Source: an optimization exercise on an open RTL-to-GDS flow (aim: small area, a short achievable clock period and few clock cycles). Production flows keep margins and buffers that such runs may drop.
At most, simulation tests tie the RTL to the original design; equivalence was not proved.
Power and IR drop assume default switching activity.

==> inputs of umber <==
==> flow/design.v (excerpt) <==
module mvm_top (
	input  logic                   clk,
	input  logic                   rst,
	input  logic                   cmd_req,
	input  logic [17-1:0]  cmd,      
	input  logic                   res_ack,
	output logic                   cmd_ack,
	output logic                   res_req,
	output logic [23-1:0]  res       
);
clock: 7.0 ns
lec_check: 0
abc_clock_period_in_ps: 1500
cap_margin: 20
core_margin: 2
core_utilization: 75
cts_cluster_diameter: 80
cts_cluster_size: 25
setup_slack_margin: 4.4
slew_margin: 20
run.sh (not shown) runs the stock make flow with config.mk's settings and CLKGATE_MAP_FILE= SYNTH_SCRIPT=/design/flow/synth_recipe.tcl, a recipe that flattens the netlist after the stock synthesis.
==> amber (differences from umber) <==
--- a/flow/design.v
+++ b/flow/design.v
@@ -1,21 +1,23 @@
 `timescale 1ns/100ps
 `default_nettype none
 module operand_store (
 	input  logic                        clk,
 	input  logic                        rst,
-	input  logic [8-1:0]       mat_we,    
+	input  logic                        mat_we,
 	input  logic                        vec_we,
-	input  logic [8-1:0]       wr_col,    
+	input  logic [2:0]                  wr_row,
+	input  logic [2:0]                  wr_col,
 	input  logic [8-1:0]      wr_data,
 	input  logic                        start,     
-	input  logic [2:0]                  n_m1,      
+	input  logic [3:0]                  start_n,   
 	input  logic                        f_v,
 	input  logic [2:0]                  f_row,
 	input  logic                        f_half,
 	output logic                        op_v,
 	output logic                        op_h,
+	output logic [2:0]                  op_row,
 	output logic [4*8-1:0]    op_mat,    
 	output logic [4*13-1:0]             op_vec     
 );
 	logic [8-1:0] mat [8*8];
 	logic [8-1:0] vec [8];
@@ -29,30 +31,31 @@
 			mrow_ok <= '0;
 			vec_ok  <= 1'b0;
 		end
 		else
 		begin
-			mrow_ok <= mrow_ok | mat_we;
+			if (mat_we)
+				mrow_ok[wr_row] <= 1'b1;
 			if (vec_we)
 				vec_ok <= 1'b1;
 		end
 	end
 	always_ff @(posedge clk)
 	begin
 		for (int r = 0; r < 8; r++)
 			for (int c = 0; c < 8; c++)
-				if (mat_we[r] && (wr_col[c] || !mrow_ok[r]))
-					mat[r*8+c] <= wr_col[c] ? wr_data : '0;
+				if (mat_we && (wr_row == 3'(r)) && ((wr_col == 3'(c)) || !mrow_ok[r]))
+					mat[r*8+c] <= (wr_col == 3'(c)) ? wr_data : '0;
 		for (int c = 0; c < 8; c++)
-			if (vec_we && (wr_col[c] || !vec_ok))
-				vec[c] <= wr_col[c] ? wr_data : '0;
+			if (vec_we && ((wr_col == 3'(c)) || !vec_ok))
+				vec[c] <= (wr_col == 3'(c)) ? wr_data : '0;
 	end
 	always_ff @(posedge clk)
 	begin
 		for (int c = 0; c < 8; c++)
 			if (start)
-				vsnap[c] <= vec_ok ? vec[c] : '0;
+				vsnap[c] <= (vec_ok && (4'(c) < start_n)) ? vec[c] : '0;
 	end
 	always_ff @(posedge clk or negedge rst)
 	begin
 		if (!rst)
 			op_v <= 1'b0;
@@ -64,11 +67,11 @@
 	always_comb
 	begin
 		for (int k = 0; k < 4; k++)
 		begin
 			logic [8:0] b;
-			vsel[k] = (mrow_ok[f_row] && ({f_half, 2'(k)} <= n_m1)) ? vsnap[{f_half, 2'(k)}] : '0;
+			vsel[k] = mrow_ok[f_row] ? vsnap[{f_half, 2'(k)}] : '0;
 			b = {vsel[k], 1'b0};
 			for (int i = 0; i < 4; i++)
 			begin
 				vdig[k][i]   = b[2*i+1] ^ b[2*i];                                           
 				vdig[k][4+i] = (b[2*i+2] & ~b[2*i+1] & ~b[2*i]) | (~b[2*i+2] & b[2*i+1] & b[2*i]);  
@@ -78,10 +81,11 @@
 		end
 	end
 	always_ff @(posedge clk)
 	begin
 		op_h   <= f_half;
+		op_row <= f_row;
 		for (int k = 0; k < 4; k++)
 		begin
 			op_mat[k*8 +: 8] <= mat[{f_row, f_half, 2'(k)}];
 			op_vec[k*13 +: 13] <= vdig[k];
 		end
@@ -148,58 +152,31 @@
 		l3[2] = l2[3];
 		s = l3[0] ^ l3[1] ^ l3[2];
 		c = ((l3[0] & l3[1]) | (l3[0] & l3[2]) | (l3[1] & l3[2])) << 1;
 	end
 endmodule
-module add_pp #(
-	parameter int W = 20
-) (
-	input  logic [W-1:0] x,
-	input  logic [W-1:0] y,
-	output logic [W-1:0] z
-);
-	localparam int L = 5;  
-	logic [L:0][W-1:0] g;
-	logic [L:0][W-1:0] p;
-	always_comb
-	begin
-		g[0] = x & y;
-		p[0] = x ^ y;
-		for (int l = 0; l < L; l++)
-			for (int i = 0; i < W; i++)
-				if (i >= (1 << l))
-				begin
-					g[l+1][i] = g[l][i] | (p[l][i] & g[l][i - (1 << l)]);
-					p[l+1][i] = p[l][i] & p[l][i - (1 << l)];
-				end
-				else
-				begin
-					g[l+1][i] = g[l][i];
-					p[l+1][i] = p[l][i];
-				end
-		z[0] = p[0][0];
-		for (int i = 1; i < W; i++)
-			z[i] = p[0][i] ^ g[L][i-1];
-	end
-endmodule
 module proc_element (
 	input  logic                        clk,
 	input  logic                        rst,
 	input  logic                        flush,
+	input  logic                        commit,
 	input  logic                        op_v,
 	input  logic                        op_h,
+	input  logic [2:0]                  op_row,
 	input  logic [4*8-1:0]    op_mat,
 	input  logic [4*13-1:0]             op_vec,
 	output logic                        a_v,
 	output logic                        a_h,
+	output logic [2:0]                  a_row,
 	output logic [20-1:0]       a_sum      
 );
 	logic [3:0][18-1:0] ps;
 	logic [3:0][18-1:0] pc;
 	logic [3:0][18-1:0] ps_q;
 	logic [3:0][18-1:0] pc_q;
 	logic                   v1, h1;
+	logic [2:0]             row1;
 	logic [7:0][20-1:0] x;
 	logic [20-1:0]   s2, c2;
 	logic [20-1:0]   s2_q, c2_q;
 	logic [18-1:0] acc;
 	for (genvar k = 0; k < 4; k++)
@@ -219,10 +196,11 @@
 			v1 <= op_v & ~flush;
 	end
 	always_ff @(posedge clk)
 	begin
 		h1   <= op_h;
+		row1 <= op_row;
 		ps_q <= ps;
 		pc_q <= pc;
 	end
 	always_comb
 	begin
@@ -241,25 +219,24 @@
 			a_v <= v1 & ~flush;
 	end
 	always_ff @(posedge clk)
 	begin
 		a_h   <= h1;
+		a_row <= row1;
 		s2_q  <= s2;
 		c2_q  <= c2;
 	end
-	logic [20-1:0]  acc_w, cs_s, cs_c;
-	logic [18-1:0] h0_sum;
-	add_pp #(.W(18)) u_add0 (.x(s2_q[18-1:0]), .y(c2_q[18-1:0]), .z(h0_sum));
-	always_ff @(posedge clk)
+	assign a_sum = 20'(acc) + s2_q + c2_q;
+	always_ff @(posedge clk or negedge rst)
 	begin
-		if (a_v && !a_h)
-			acc <= h0_sum;
+		if (!rst)
+			acc <= '0;
+		else if (a_v && !a_h)
+			acc <= a_sum[18-1:0];
+		else if (commit)
+			acc <= '0;
 	end
-	assign acc_w = 20'(acc);
-	assign cs_s  = acc_w ^ s2_q ^ c2_q;
-	assign cs_c  = ((acc_w & s2_q) | (acc_w & c2_q) | (s2_q & c2_q)) << 1;
-	add_pp #(.W(20)) u_add (.x(cs_s), .y(cs_c), .z(a_sum));
 endmodule
 `default_nettype wire
 `timescale 1ns/100ps
 `default_nettype none
 module seq_ctrl (
@@ -267,92 +244,79 @@
 	input  logic                   rst,
 	input  logic                   cmd_req,
 	input  logic [17-1:0]  cmd,
 	input  logic                   a_v,
 	input  logic                   a_h,
+	input  logic [2:0]             a_row,
 	input  logic                   o_free,    
 	output logic                   cmd_ack,
-	output logic [8-1:0]  mat_we,    
+	output logic                   mat_we,
 	output logic                   vec_we,
-	output logic [8-1:0]  wr_col,    
+	output logic [2:0]             wr_row,
+	output logic [2:0]             wr_col,
 	output logic [8-1:0] wr_data,
 	output logic                   start,
-	output logic [2:0]             n_m1,      
+	output logic [3:0]             start_n,
 	output logic                   f_v,
 	output logic [2:0]             f_row,
 	output logic                   f_half,
 	output logic                   flush,
-	output logic                   commit,
-	output logic [2:0]             c_row      
+	output logic                   commit
 );
 	logic [17-1:0] cq;       
-	logic [8-1:0] cq_col;   
-	logic [2:0]            wr_row;
 	logic                  pend;     
 	logic [1:0]            op;
 	logic [3:0]            rn;
-	logic                  cq_run;   
-	logic [3:0]            start_n;
 	logic                  run_ok;
 	logic                  apply;
 	logic                  mhaz;
 	logic                  busy;     
 	logic                  fa;       
 	logic [2:0]            rf;       
 	logic                  hf;       
 	logic [2:0]            nm1;      
 	logic [2:0]            rc;       
-	logic                  free;     
-	logic                  fa_n, hf_n;
-	logic [2:0]            rf_n, rc_n;
+	logic                  fb;       
 	logic                  qv;       
 	logic [3:0]            qn;       
 	logic                  qgo;      
 	assign op     = cq[16:15];
 	assign rn     = cq[4:1];
-	assign run_ok = cq_run;
+	assign run_ok = (op == 2'd2) && (rn != 4'd0) && (rn <= 4'(8));
 	assign wr_row  = cq[14:12];
-	assign wr_col  = cq_col;
+	assign wr_col  = cq[11:9];
 	assign wr_data = cq[8:1];
-	assign mhaz  = busy && ({wr_row, cq[11]} > {rc, 1'b0});
-	assign free  = !busy || (commit && (rc == nm1));
-	assign qgo   = qv && free;
-	assign apply = pend && !((op == 2'd0) && (qv ? !(qgo && ({wr_row, cq[11]} == 4'd0)) : mhaz))
-	                    && !((op == 2'd1) && qv && !qgo)
+	assign fb    = ~fa | ({rf, hf} != {rc, 1'b0});
+	assign mhaz  = busy && ({wr_row, wr_col[2]} >= {rc, fb});
+	assign qgo   = qv && !busy;
+	assign apply = pend && !((op == 2'd0) && (mhaz || qv))
+	                    && !((op == 2'd1) && qv && busy)
 	                    && !(run_ok && qv);
 	always_ff @(posedge clk or negedge rst)
 	begin
 		if (!rst)
 		begin
-			mat_we <= '0;
+			mat_we <= 1'b0;
 			vec_we <= 1'b0;
 		end
 		else
 		begin
-			for (int r = 0; r < 8; r++)
-				mat_we[r] <= apply && (op == 2'd0) && (wr_row == 3'(r));
+			mat_we <= apply && (op == 2'd0);
 			vec_we <= apply && (op == 2'd1);
 		end
 	end
-	assign start   = qgo || (apply && run_ok && free);
+	assign start   = qgo || (apply && run_ok && !busy);
 	assign start_n = qv ? qn : rn;
 	assign commit = a_v & a_h & o_free;
-	assign c_row  = rc;
-	assign n_m1   = nm1;
 	assign flush  = a_v & a_h & ~o_free;
 	assign f_v    = fa & ~flush;
 	assign f_row  = rf;
 	assign f_half = hf;
 	always_ff @(posedge clk)
 	begin
 		if (!pend)
-		begin
 			cq <= cmd;
-			cq_run <= (cmd[16:15] == 2'd2) && (cmd[4:1] != 4'd0) && (cmd[4:1] <= 4'(8));
-			for (int c = 0; c < 8; c++)
-				cq_col[c] <= (cmd[11:9] == 3'(c));
-		end
 	end
 	always_ff @(posedge clk or negedge rst)
 	begin
 		if (!rst)
 		begin
@@ -381,58 +345,48 @@
 		end
 		else
 		begin
 			if (qgo)
 				qv <= 1'b0;
-			else if (apply && run_ok && !free)
+			else if (apply && run_ok && busy)
 				qv <= 1'b1;
 			if (start)
 				busy <= 1'b1;
-			else if (commit && (rc == nm1))
+			else if (commit && (a_row == nm1))
 				busy <= 1'b0;
-			fa <= fa_n;
+			if (flush || start)
+				fa <= 1'b1;
+			else if (fa && hf && (rf == nm1))
+				fa <= 1'b0;
 		end
 	end
-	always_comb
+	always_ff @(posedge clk)
 	begin
-		if (flush || start)
-			fa_n = 1'b1;
-		else if (fa && hf && (rf == nm1))
-			fa_n = 1'b0;
-		else
-			fa_n = fa;
 		if (flush)
 		begin
-			rf_n = rc;      
-			hf_n = 1'b1;
+			rf <= a_row;    
+			hf <= 1'b1;
 		end
 		else if (start)
 		begin
-			rf_n = 3'd0;
-			hf_n = 1'b0;
+			rf <= 3'd0;
+			hf <= 1'b0;
 		end
 		else
 		begin
-			hf_n = ~hf;
-			rf_n = rf + {2'd0, hf};
+			hf <= ~hf;
+			rf <= rf + {2'd0, hf};
 		end
-		if (start)
-			rc_n = 3'd0;
-		else if (commit)
-			rc_n = rc + 3'd1;
-		else
-			rc_n = rc;
-	end
-	always_ff @(posedge clk)
-	begin
-		rf <= rf_n;
-		hf <= hf_n;
-		rc <= rc_n;
 		if (!qv)
 			qn <= rn;
 		if (start)
+		begin
 			nm1 <= 3'(start_n - 4'd1);
+			rc  <= 3'd0;
+		end
+		else if (commit)
+			rc <= rc + 3'd1;
 	end
 endmodule
 `default_nettype wire
 `timescale 1ns/100ps
 `default_nettype none
@@ -482,86 +436,94 @@
 	input  logic                   res_ack,
 	output logic                   cmd_ack,
 	output logic                   res_req,
 	output logic [23-1:0]  res       
 );
-	logic [8-1:0]     mat_we;
+	logic                      mat_we;
 	logic                      vec_we;
-	logic [8-1:0]     wr_col;
+	logic [2:0]                wr_row;
+	logic [2:0]                wr_col;
 	logic [8-1:0]    wr_data;
 	logic                      start;
-	logic [2:0]                n_m1;
+	logic [3:0]                start_n;
 	logic                      f_v;
 	logic [2:0]                f_row;
 	logic                      f_half;
 	logic                      flush;
 	logic                      commit;
 	logic                      op_v;
 	logic                      op_h;
+	logic [2:0]                op_row;
 	logic [4*8-1:0]  op_mat;
 	logic [4*13-1:0]           op_vec;
 	logic                      a_v;
 	logic                      a_h;
-	logic [2:0]                c_row;
+	logic [2:0]                a_row;
 	logic [20-1:0]     a_sum;
 	logic                      o_free;
 	seq_ctrl u_seq_ctrl (
 		.clk     (clk),
 		.rst     (rst),
 		.cmd_req (cmd_req),
 		.cmd     (cmd),
 		.a_v     (a_v),
 		.a_h     (a_h),
+		.a_row   (a_row),
 		.o_free  (o_free),
 		.cmd_ack (cmd_ack),
 		.mat_we  (mat_we),
 		.vec_we  (vec_we),
+		.wr_row  (wr_row),
 		.wr_col  (wr_col),
 		.wr_data (wr_data),
 		.start   (start),
-		.n_m1    (n_m1),
+		.start_n (start_n),
 		.f_v     (f_v),
 		.f_row   (f_row),
 		.f_half  (f_half),
 		.flush   (flush),
-		.commit  (commit),
-		.c_row   (c_row)
+		.commit  (commit)
 	);
 	operand_store u_operand_store (
 		.clk     (clk),
 		.rst     (rst),
 		.mat_we  (mat_we),
 		.vec_we  (vec_we),
+		.wr_row  (wr_row),
 		.wr_col  (wr_col),
 		.wr_data (wr_data),
 		.start   (start),
-		.n_m1    (n_m1),
+		.start_n (start_n),
 		.f_v     (f_v),
 		.f_row   (f_row),
 		.f_half  (f_half),
 		.op_v    (op_v),
 		.op_h    (op_h),
+		.op_row  (op_row),
 		.op_mat  (op_mat),
 		.op_vec  (op_vec)
 	);
 	proc_element u_proc_element (
 		.clk    (clk),
 		.rst    (rst),
 		.flush  (flush),
+		.commit (commit),
 		.op_v   (op_v),
 		.op_h   (op_h),
+		.op_row (op_row),
 		.op_mat (op_mat),
 		.op_vec (op_vec),
 		.a_v    (a_v),
 		.a_h    (a_h),
+		.a_row  (a_row),
 		.a_sum  (a_sum)
 	);
 	result_buffer u_result_buffer (
 		.clk     (clk),
 		.rst     (rst),
 		.commit  (commit),
-		.row     (c_row),
+		.row     (a_row),
 		.value   (a_sum),
 		.res_ack (res_ack),
 		.o_free  (o_free),
 		.res_req (res_req),
 		.res     (res)
- CORE_UTILIZATION: 75 -> 65
- CTS_CLUSTER_DIAMETER: 80 -> not set
- CTS_CLUSTER_SIZE: 25 -> not set
- SETUP_SLACK_MARGIN: 4.4 -> 4.5
==> garnet (differences from umber) <==
--- a/flow/design.v
+++ b/flow/design.v
@@ -6,11 +6,11 @@
 	input  logic [8-1:0]       mat_we,    
 	input  logic                        vec_we,
 	input  logic [8-1:0]       wr_col,    
 	input  logic [8-1:0]      wr_data,
 	input  logic                        start,     
-	input  logic [2:0]                  n_m1,      
+	input  logic [3:0]                  start_n,   
 	input  logic                        f_v,
 	input  logic [2:0]                  f_row,
 	input  logic                        f_half,
 	output logic                        op_v,
 	output logic                        op_h,
@@ -48,11 +48,11 @@
 	end
 	always_ff @(posedge clk)
 	begin
 		for (int c = 0; c < 8; c++)
 			if (start)
-				vsnap[c] <= vec_ok ? vec[c] : '0;
+				vsnap[c] <= (vec_ok && (4'(c) < start_n)) ? vec[c] : '0;
 	end
 	always_ff @(posedge clk or negedge rst)
 	begin
 		if (!rst)
 			op_v <= 1'b0;
@@ -64,11 +64,11 @@
 	always_comb
 	begin
 		for (int k = 0; k < 4; k++)
 		begin
 			logic [8:0] b;
-			vsel[k] = (mrow_ok[f_row] && ({f_half, 2'(k)} <= n_m1)) ? vsnap[{f_half, 2'(k)}] : '0;
+			vsel[k] = mrow_ok[f_row] ? vsnap[{f_half, 2'(k)}] : '0;
 			b = {vsel[k], 1'b0};
 			for (int i = 0; i < 4; i++)
 			begin
 				vdig[k][i]   = b[2*i+1] ^ b[2*i];                                           
 				vdig[k][4+i] = (b[2*i+2] & ~b[2*i+1] & ~b[2*i]) | (~b[2*i+2] & b[2*i+1] & b[2*i]);  
@@ -183,10 +183,11 @@
 endmodule
 module proc_element (
 	input  logic                        clk,
 	input  logic                        rst,
 	input  logic                        flush,
+	input  logic                        commit,
 	input  logic                        op_v,
 	input  logic                        op_h,
 	input  logic [4*8-1:0]    op_mat,
 	input  logic [4*13-1:0]             op_vec,
 	output logic                        a_v,
@@ -244,22 +245,24 @@
 	begin
 		a_h   <= h1;
 		s2_q  <= s2;
 		c2_q  <= c2;
 	end
-	logic [20-1:0]  acc_w, cs_s, cs_c;
-	logic [18-1:0] h0_sum;
-	add_pp #(.W(18)) u_add0 (.x(s2_q[18-1:0]), .y(c2_q[18-1:0]), .z(h0_sum));
-	always_ff @(posedge clk)
-	begin
-		if (a_v && !a_h)
-			acc <= h0_sum;
-	end
+	logic [20-1:0] acc_w, cs_s, cs_c;
 	assign acc_w = 20'(acc);
 	assign cs_s  = acc_w ^ s2_q ^ c2_q;
 	assign cs_c  = ((acc_w & s2_q) | (acc_w & c2_q) | (s2_q & c2_q)) << 1;
 	add_pp #(.W(20)) u_add (.x(cs_s), .y(cs_c), .z(a_sum));
+	always_ff @(posedge clk or negedge rst)
+	begin
+		if (!rst)
+			acc <= '0;
+		else if (a_v && !a_h)
+			acc <= a_sum[18-1:0];
+		else if (commit)
+			acc <= '0;
+	end
 endmodule
 `default_nettype wire
 `timescale 1ns/100ps
 `default_nettype none
 module seq_ctrl (
@@ -274,11 +277,11 @@
 	output logic [8-1:0]  mat_we,    
 	output logic                   vec_we,
 	output logic [8-1:0]  wr_col,    
 	output logic [8-1:0] wr_data,
 	output logic                   start,
-	output logic [2:0]             n_m1,      
+	output logic [3:0]             start_n,
 	output logic                   f_v,
 	output logic [2:0]             f_row,
 	output logic                   f_half,
 	output logic                   flush,
 	output logic                   commit,
@@ -288,38 +291,35 @@
 	logic [8-1:0] cq_col;   
 	logic [2:0]            wr_row;
 	logic                  pend;     
 	logic [1:0]            op;
 	logic [3:0]            rn;
-	logic                  cq_run;   
-	logic [3:0]            start_n;
 	logic                  run_ok;
 	logic                  apply;
 	logic                  mhaz;
 	logic                  busy;     
 	logic                  fa;       
 	logic [2:0]            rf;       
 	logic                  hf;       
 	logic [2:0]            nm1;      
 	logic [2:0]            rc;       
-	logic                  free;     
-	logic                  fa_n, hf_n;
+	logic [3:0]            lo;       
+	logic                  fa_n, hf_n, fb_n;
 	logic [2:0]            rf_n, rc_n;
 	logic                  qv;       
 	logic [3:0]            qn;       
 	logic                  qgo;      
 	assign op     = cq[16:15];
 	assign rn     = cq[4:1];
-	assign run_ok = cq_run;
+	assign run_ok = (op == 2'd2) && (rn != 4'd0) && (rn <= 4'(8));
 	assign wr_row  = cq[14:12];
 	assign wr_col  = cq_col;
 	assign wr_data = cq[8:1];
-	assign mhaz  = busy && ({wr_row, cq[11]} > {rc, 1'b0});
-	assign free  = !busy || (commit && (rc == nm1));
-	assign qgo   = qv && free;
-	assign apply = pend && !((op == 2'd0) && (qv ? !(qgo && ({wr_row, cq[11]} == 4'd0)) : mhaz))
-	                    && !((op == 2'd1) && qv && !qgo)
+	assign mhaz  = busy && ({wr_row, cq[11]} >= lo);
+	assign qgo   = qv && !busy;
+	assign apply = pend && !((op == 2'd0) && (mhaz || qv))
+	                    && !((op == 2'd1) && qv && busy)
 	                    && !(run_ok && qv);
 	always_ff @(posedge clk or negedge rst)
 	begin
 		if (!rst)
 		begin
@@ -331,25 +331,23 @@
 			for (int r = 0; r < 8; r++)
 				mat_we[r] <= apply && (op == 2'd0) && (wr_row == 3'(r));
 			vec_we <= apply && (op == 2'd1);
 		end
 	end
-	assign start   = qgo || (apply && run_ok && free);
+	assign start   = qgo || (apply && run_ok && !busy);
 	assign start_n = qv ? qn : rn;
 	assign commit = a_v & a_h & o_free;
 	assign c_row  = rc;
-	assign n_m1   = nm1;
 	assign flush  = a_v & a_h & ~o_free;
 	assign f_v    = fa & ~flush;
 	assign f_row  = rf;
 	assign f_half = hf;
 	always_ff @(posedge clk)
 	begin
 		if (!pend)
 		begin
 			cq <= cmd;
-			cq_run <= (cmd[16:15] == 2'd2) && (cmd[4:1] != 4'd0) && (cmd[4:1] <= 4'(8));
 			for (int c = 0; c < 8; c++)
 				cq_col[c] <= (cmd[11:9] == 3'(c));
 		end
 	end
 	always_ff @(posedge clk or negedge rst)
@@ -381,11 +379,11 @@
 		end
 		else
 		begin
 			if (qgo)
 				qv <= 1'b0;
-			else if (apply && run_ok && !free)
+			else if (apply && run_ok && busy)
 				qv <= 1'b1;
 			if (start)
 				busy <= 1'b1;
 			else if (commit && (rc == nm1))
 				busy <= 1'b0;
@@ -419,16 +417,18 @@
 			rc_n = 3'd0;
 		else if (commit)
 			rc_n = rc + 3'd1;
 		else
 			rc_n = rc;
+		fb_n = ~fa_n | ({rf_n, hf_n} != {rc_n, 1'b0});
 	end
 	always_ff @(posedge clk)
 	begin
 		rf <= rf_n;
 		hf <= hf_n;
 		rc <= rc_n;
+		lo <= {rc_n, fb_n};
 		if (!qv)
 			qn <= rn;
 		if (start)
 			nm1 <= 3'(start_n - 4'd1);
 	end
@@ -487,11 +487,11 @@
 	logic [8-1:0]     mat_we;
 	logic                      vec_we;
 	logic [8-1:0]     wr_col;
 	logic [8-1:0]    wr_data;
 	logic                      start;
-	logic [2:0]                n_m1;
+	logic [3:0]                start_n;
 	logic                      f_v;
 	logic [2:0]                f_row;
 	logic                      f_half;
 	logic                      flush;
 	logic                      commit;
@@ -516,11 +516,11 @@
 		.mat_we  (mat_we),
 		.vec_we  (vec_we),
 		.wr_col  (wr_col),
 		.wr_data (wr_data),
 		.start   (start),
-		.n_m1    (n_m1),
+		.start_n (start_n),
 		.f_v     (f_v),
 		.f_row   (f_row),
 		.f_half  (f_half),
 		.flush   (flush),
 		.commit  (commit),
@@ -532,11 +532,11 @@
 		.mat_we  (mat_we),
 		.vec_we  (vec_we),
 		.wr_col  (wr_col),
 		.wr_data (wr_data),
 		.start   (start),
-		.n_m1    (n_m1),
+		.start_n (start_n),
 		.f_v     (f_v),
 		.f_row   (f_row),
 		.f_half  (f_half),
 		.op_v    (op_v),
 		.op_h    (op_h),
@@ -545,10 +545,11 @@
 	);
 	proc_element u_proc_element (
 		.clk    (clk),
 		.rst    (rst),
 		.flush  (flush),
+		.commit (commit),
 		.op_v   (op_v),
 		.op_h   (op_h),
 		.op_mat (op_mat),
 		.op_vec (op_vec),
 		.a_v    (a_v),
==> qor summary <==
quantity                                                                         amber                  umber                 garnet
Cell Area, Synth                                                             43100 um2              43600 um2              42900 um2
Sequential cell count                                                              981                    985                    986
Instance count on the critical path                                                  5                     10                      9
Result of the run                                             timing/DRC/antenna clean  timing/DRC/antenna clean  timing/DRC/antenna clean
Transition time at the pin with the least slew margin                         0.930 ns                1.31 ns                1.20 ns
Starting density of the core                                                     0.656                  0.757                  0.759
Maximum single-stage delay on the critical path                                0.74 ns                0.49 ns                0.55 ns
Share of synthesized cell area in and, or, nand and nor gates                   0.0742                 0.0680                 0.0695
Post-synthesis register bit count                                                  981                    985                    986
Post-route worst setup slack                                                   4.32 ns                4.23 ns                4.28 ns
Layout overhead on the synthesized area                                          16.0%                  8.20%                  8.34%
Clock skew                                                                   0.0341 ns              0.0357 ns              0.0250 ns
Area of the core                                                             65600 um2              57600 um2              56500 um2
Synthesized instance count                                                        3116                   3074                   2987
Area share of fa/ha/maj cells after synthesis                                    0.124                  0.125                  0.122
GRT Overall Usage                                                                0.343                  0.381                  0.381
Combined flip-flop and latch cell area                                       26900 um2              27100 um2              27000 um2
Seq. pwr                                                                       9.10 mW                9.30 mW                8.75 mW
CP startpoint                                                        u_seq_ctrl.cq[13]  u_proc_element.acc[2]  u_proc_element.acc[2]
Share of the final layout cell area in sequential cells                          0.539                  0.575                  0.582
Latest clock arrival within the worst-skew pair                                0.67 ns                0.63 ns                0.64 ns
Postcts setup bufs                                                                  28                     21                     18
Endpoint with the worst hold slack                             u_proc_element.a_row[1]     u_proc_element.a_h     u_proc_element.a_h
Vias post-DR                                                                     26849                  26593                  26125
Clock-pin transition on the worst setup and hold timing paths                  0.06 ns                0.09 ns                0.09 ns
Height of the die                                                               261 um                 245 um                 243 um
Reported combinational group power                                             13.7 mW                12.2 mW                11.5 mW
Testbench counts of garnet, summed over its fixed seeds: cycles 9,934.
For umber and amber, only the layout was checked, not whether the RTL still works.

separate check: timing with driven ports:
No port has a modelled driver above. Below, the same layouts with a new extraction and two added sets of constraints. Step 1, drivers: a clkbuf_16 drives clk and a buf_2 each remaining input, both assumed. Step 2, shift: input delay + t, output delay - t, t = (earliest + latest rising clock arrival at the registers) / 2. This alone moves slack from input paths to output paths. Three values: no drivers, after step 1, after step 2; two values: the first two.
run | t (ns) | slack for setup (ns) | worst setup path after step 2 | pins driven straight from the clock port
umber | 0.689 | 4.231 / 4.231 / 4.231 | register to register | 1
amber | 0.726 | 4.323 / 4.323 / 4.323 | register to register | 1
garnet | 0.684 | 4.283 / 4.283 / 4.283 | register to register | 1
After both steps every run listed still meets setup and hold.
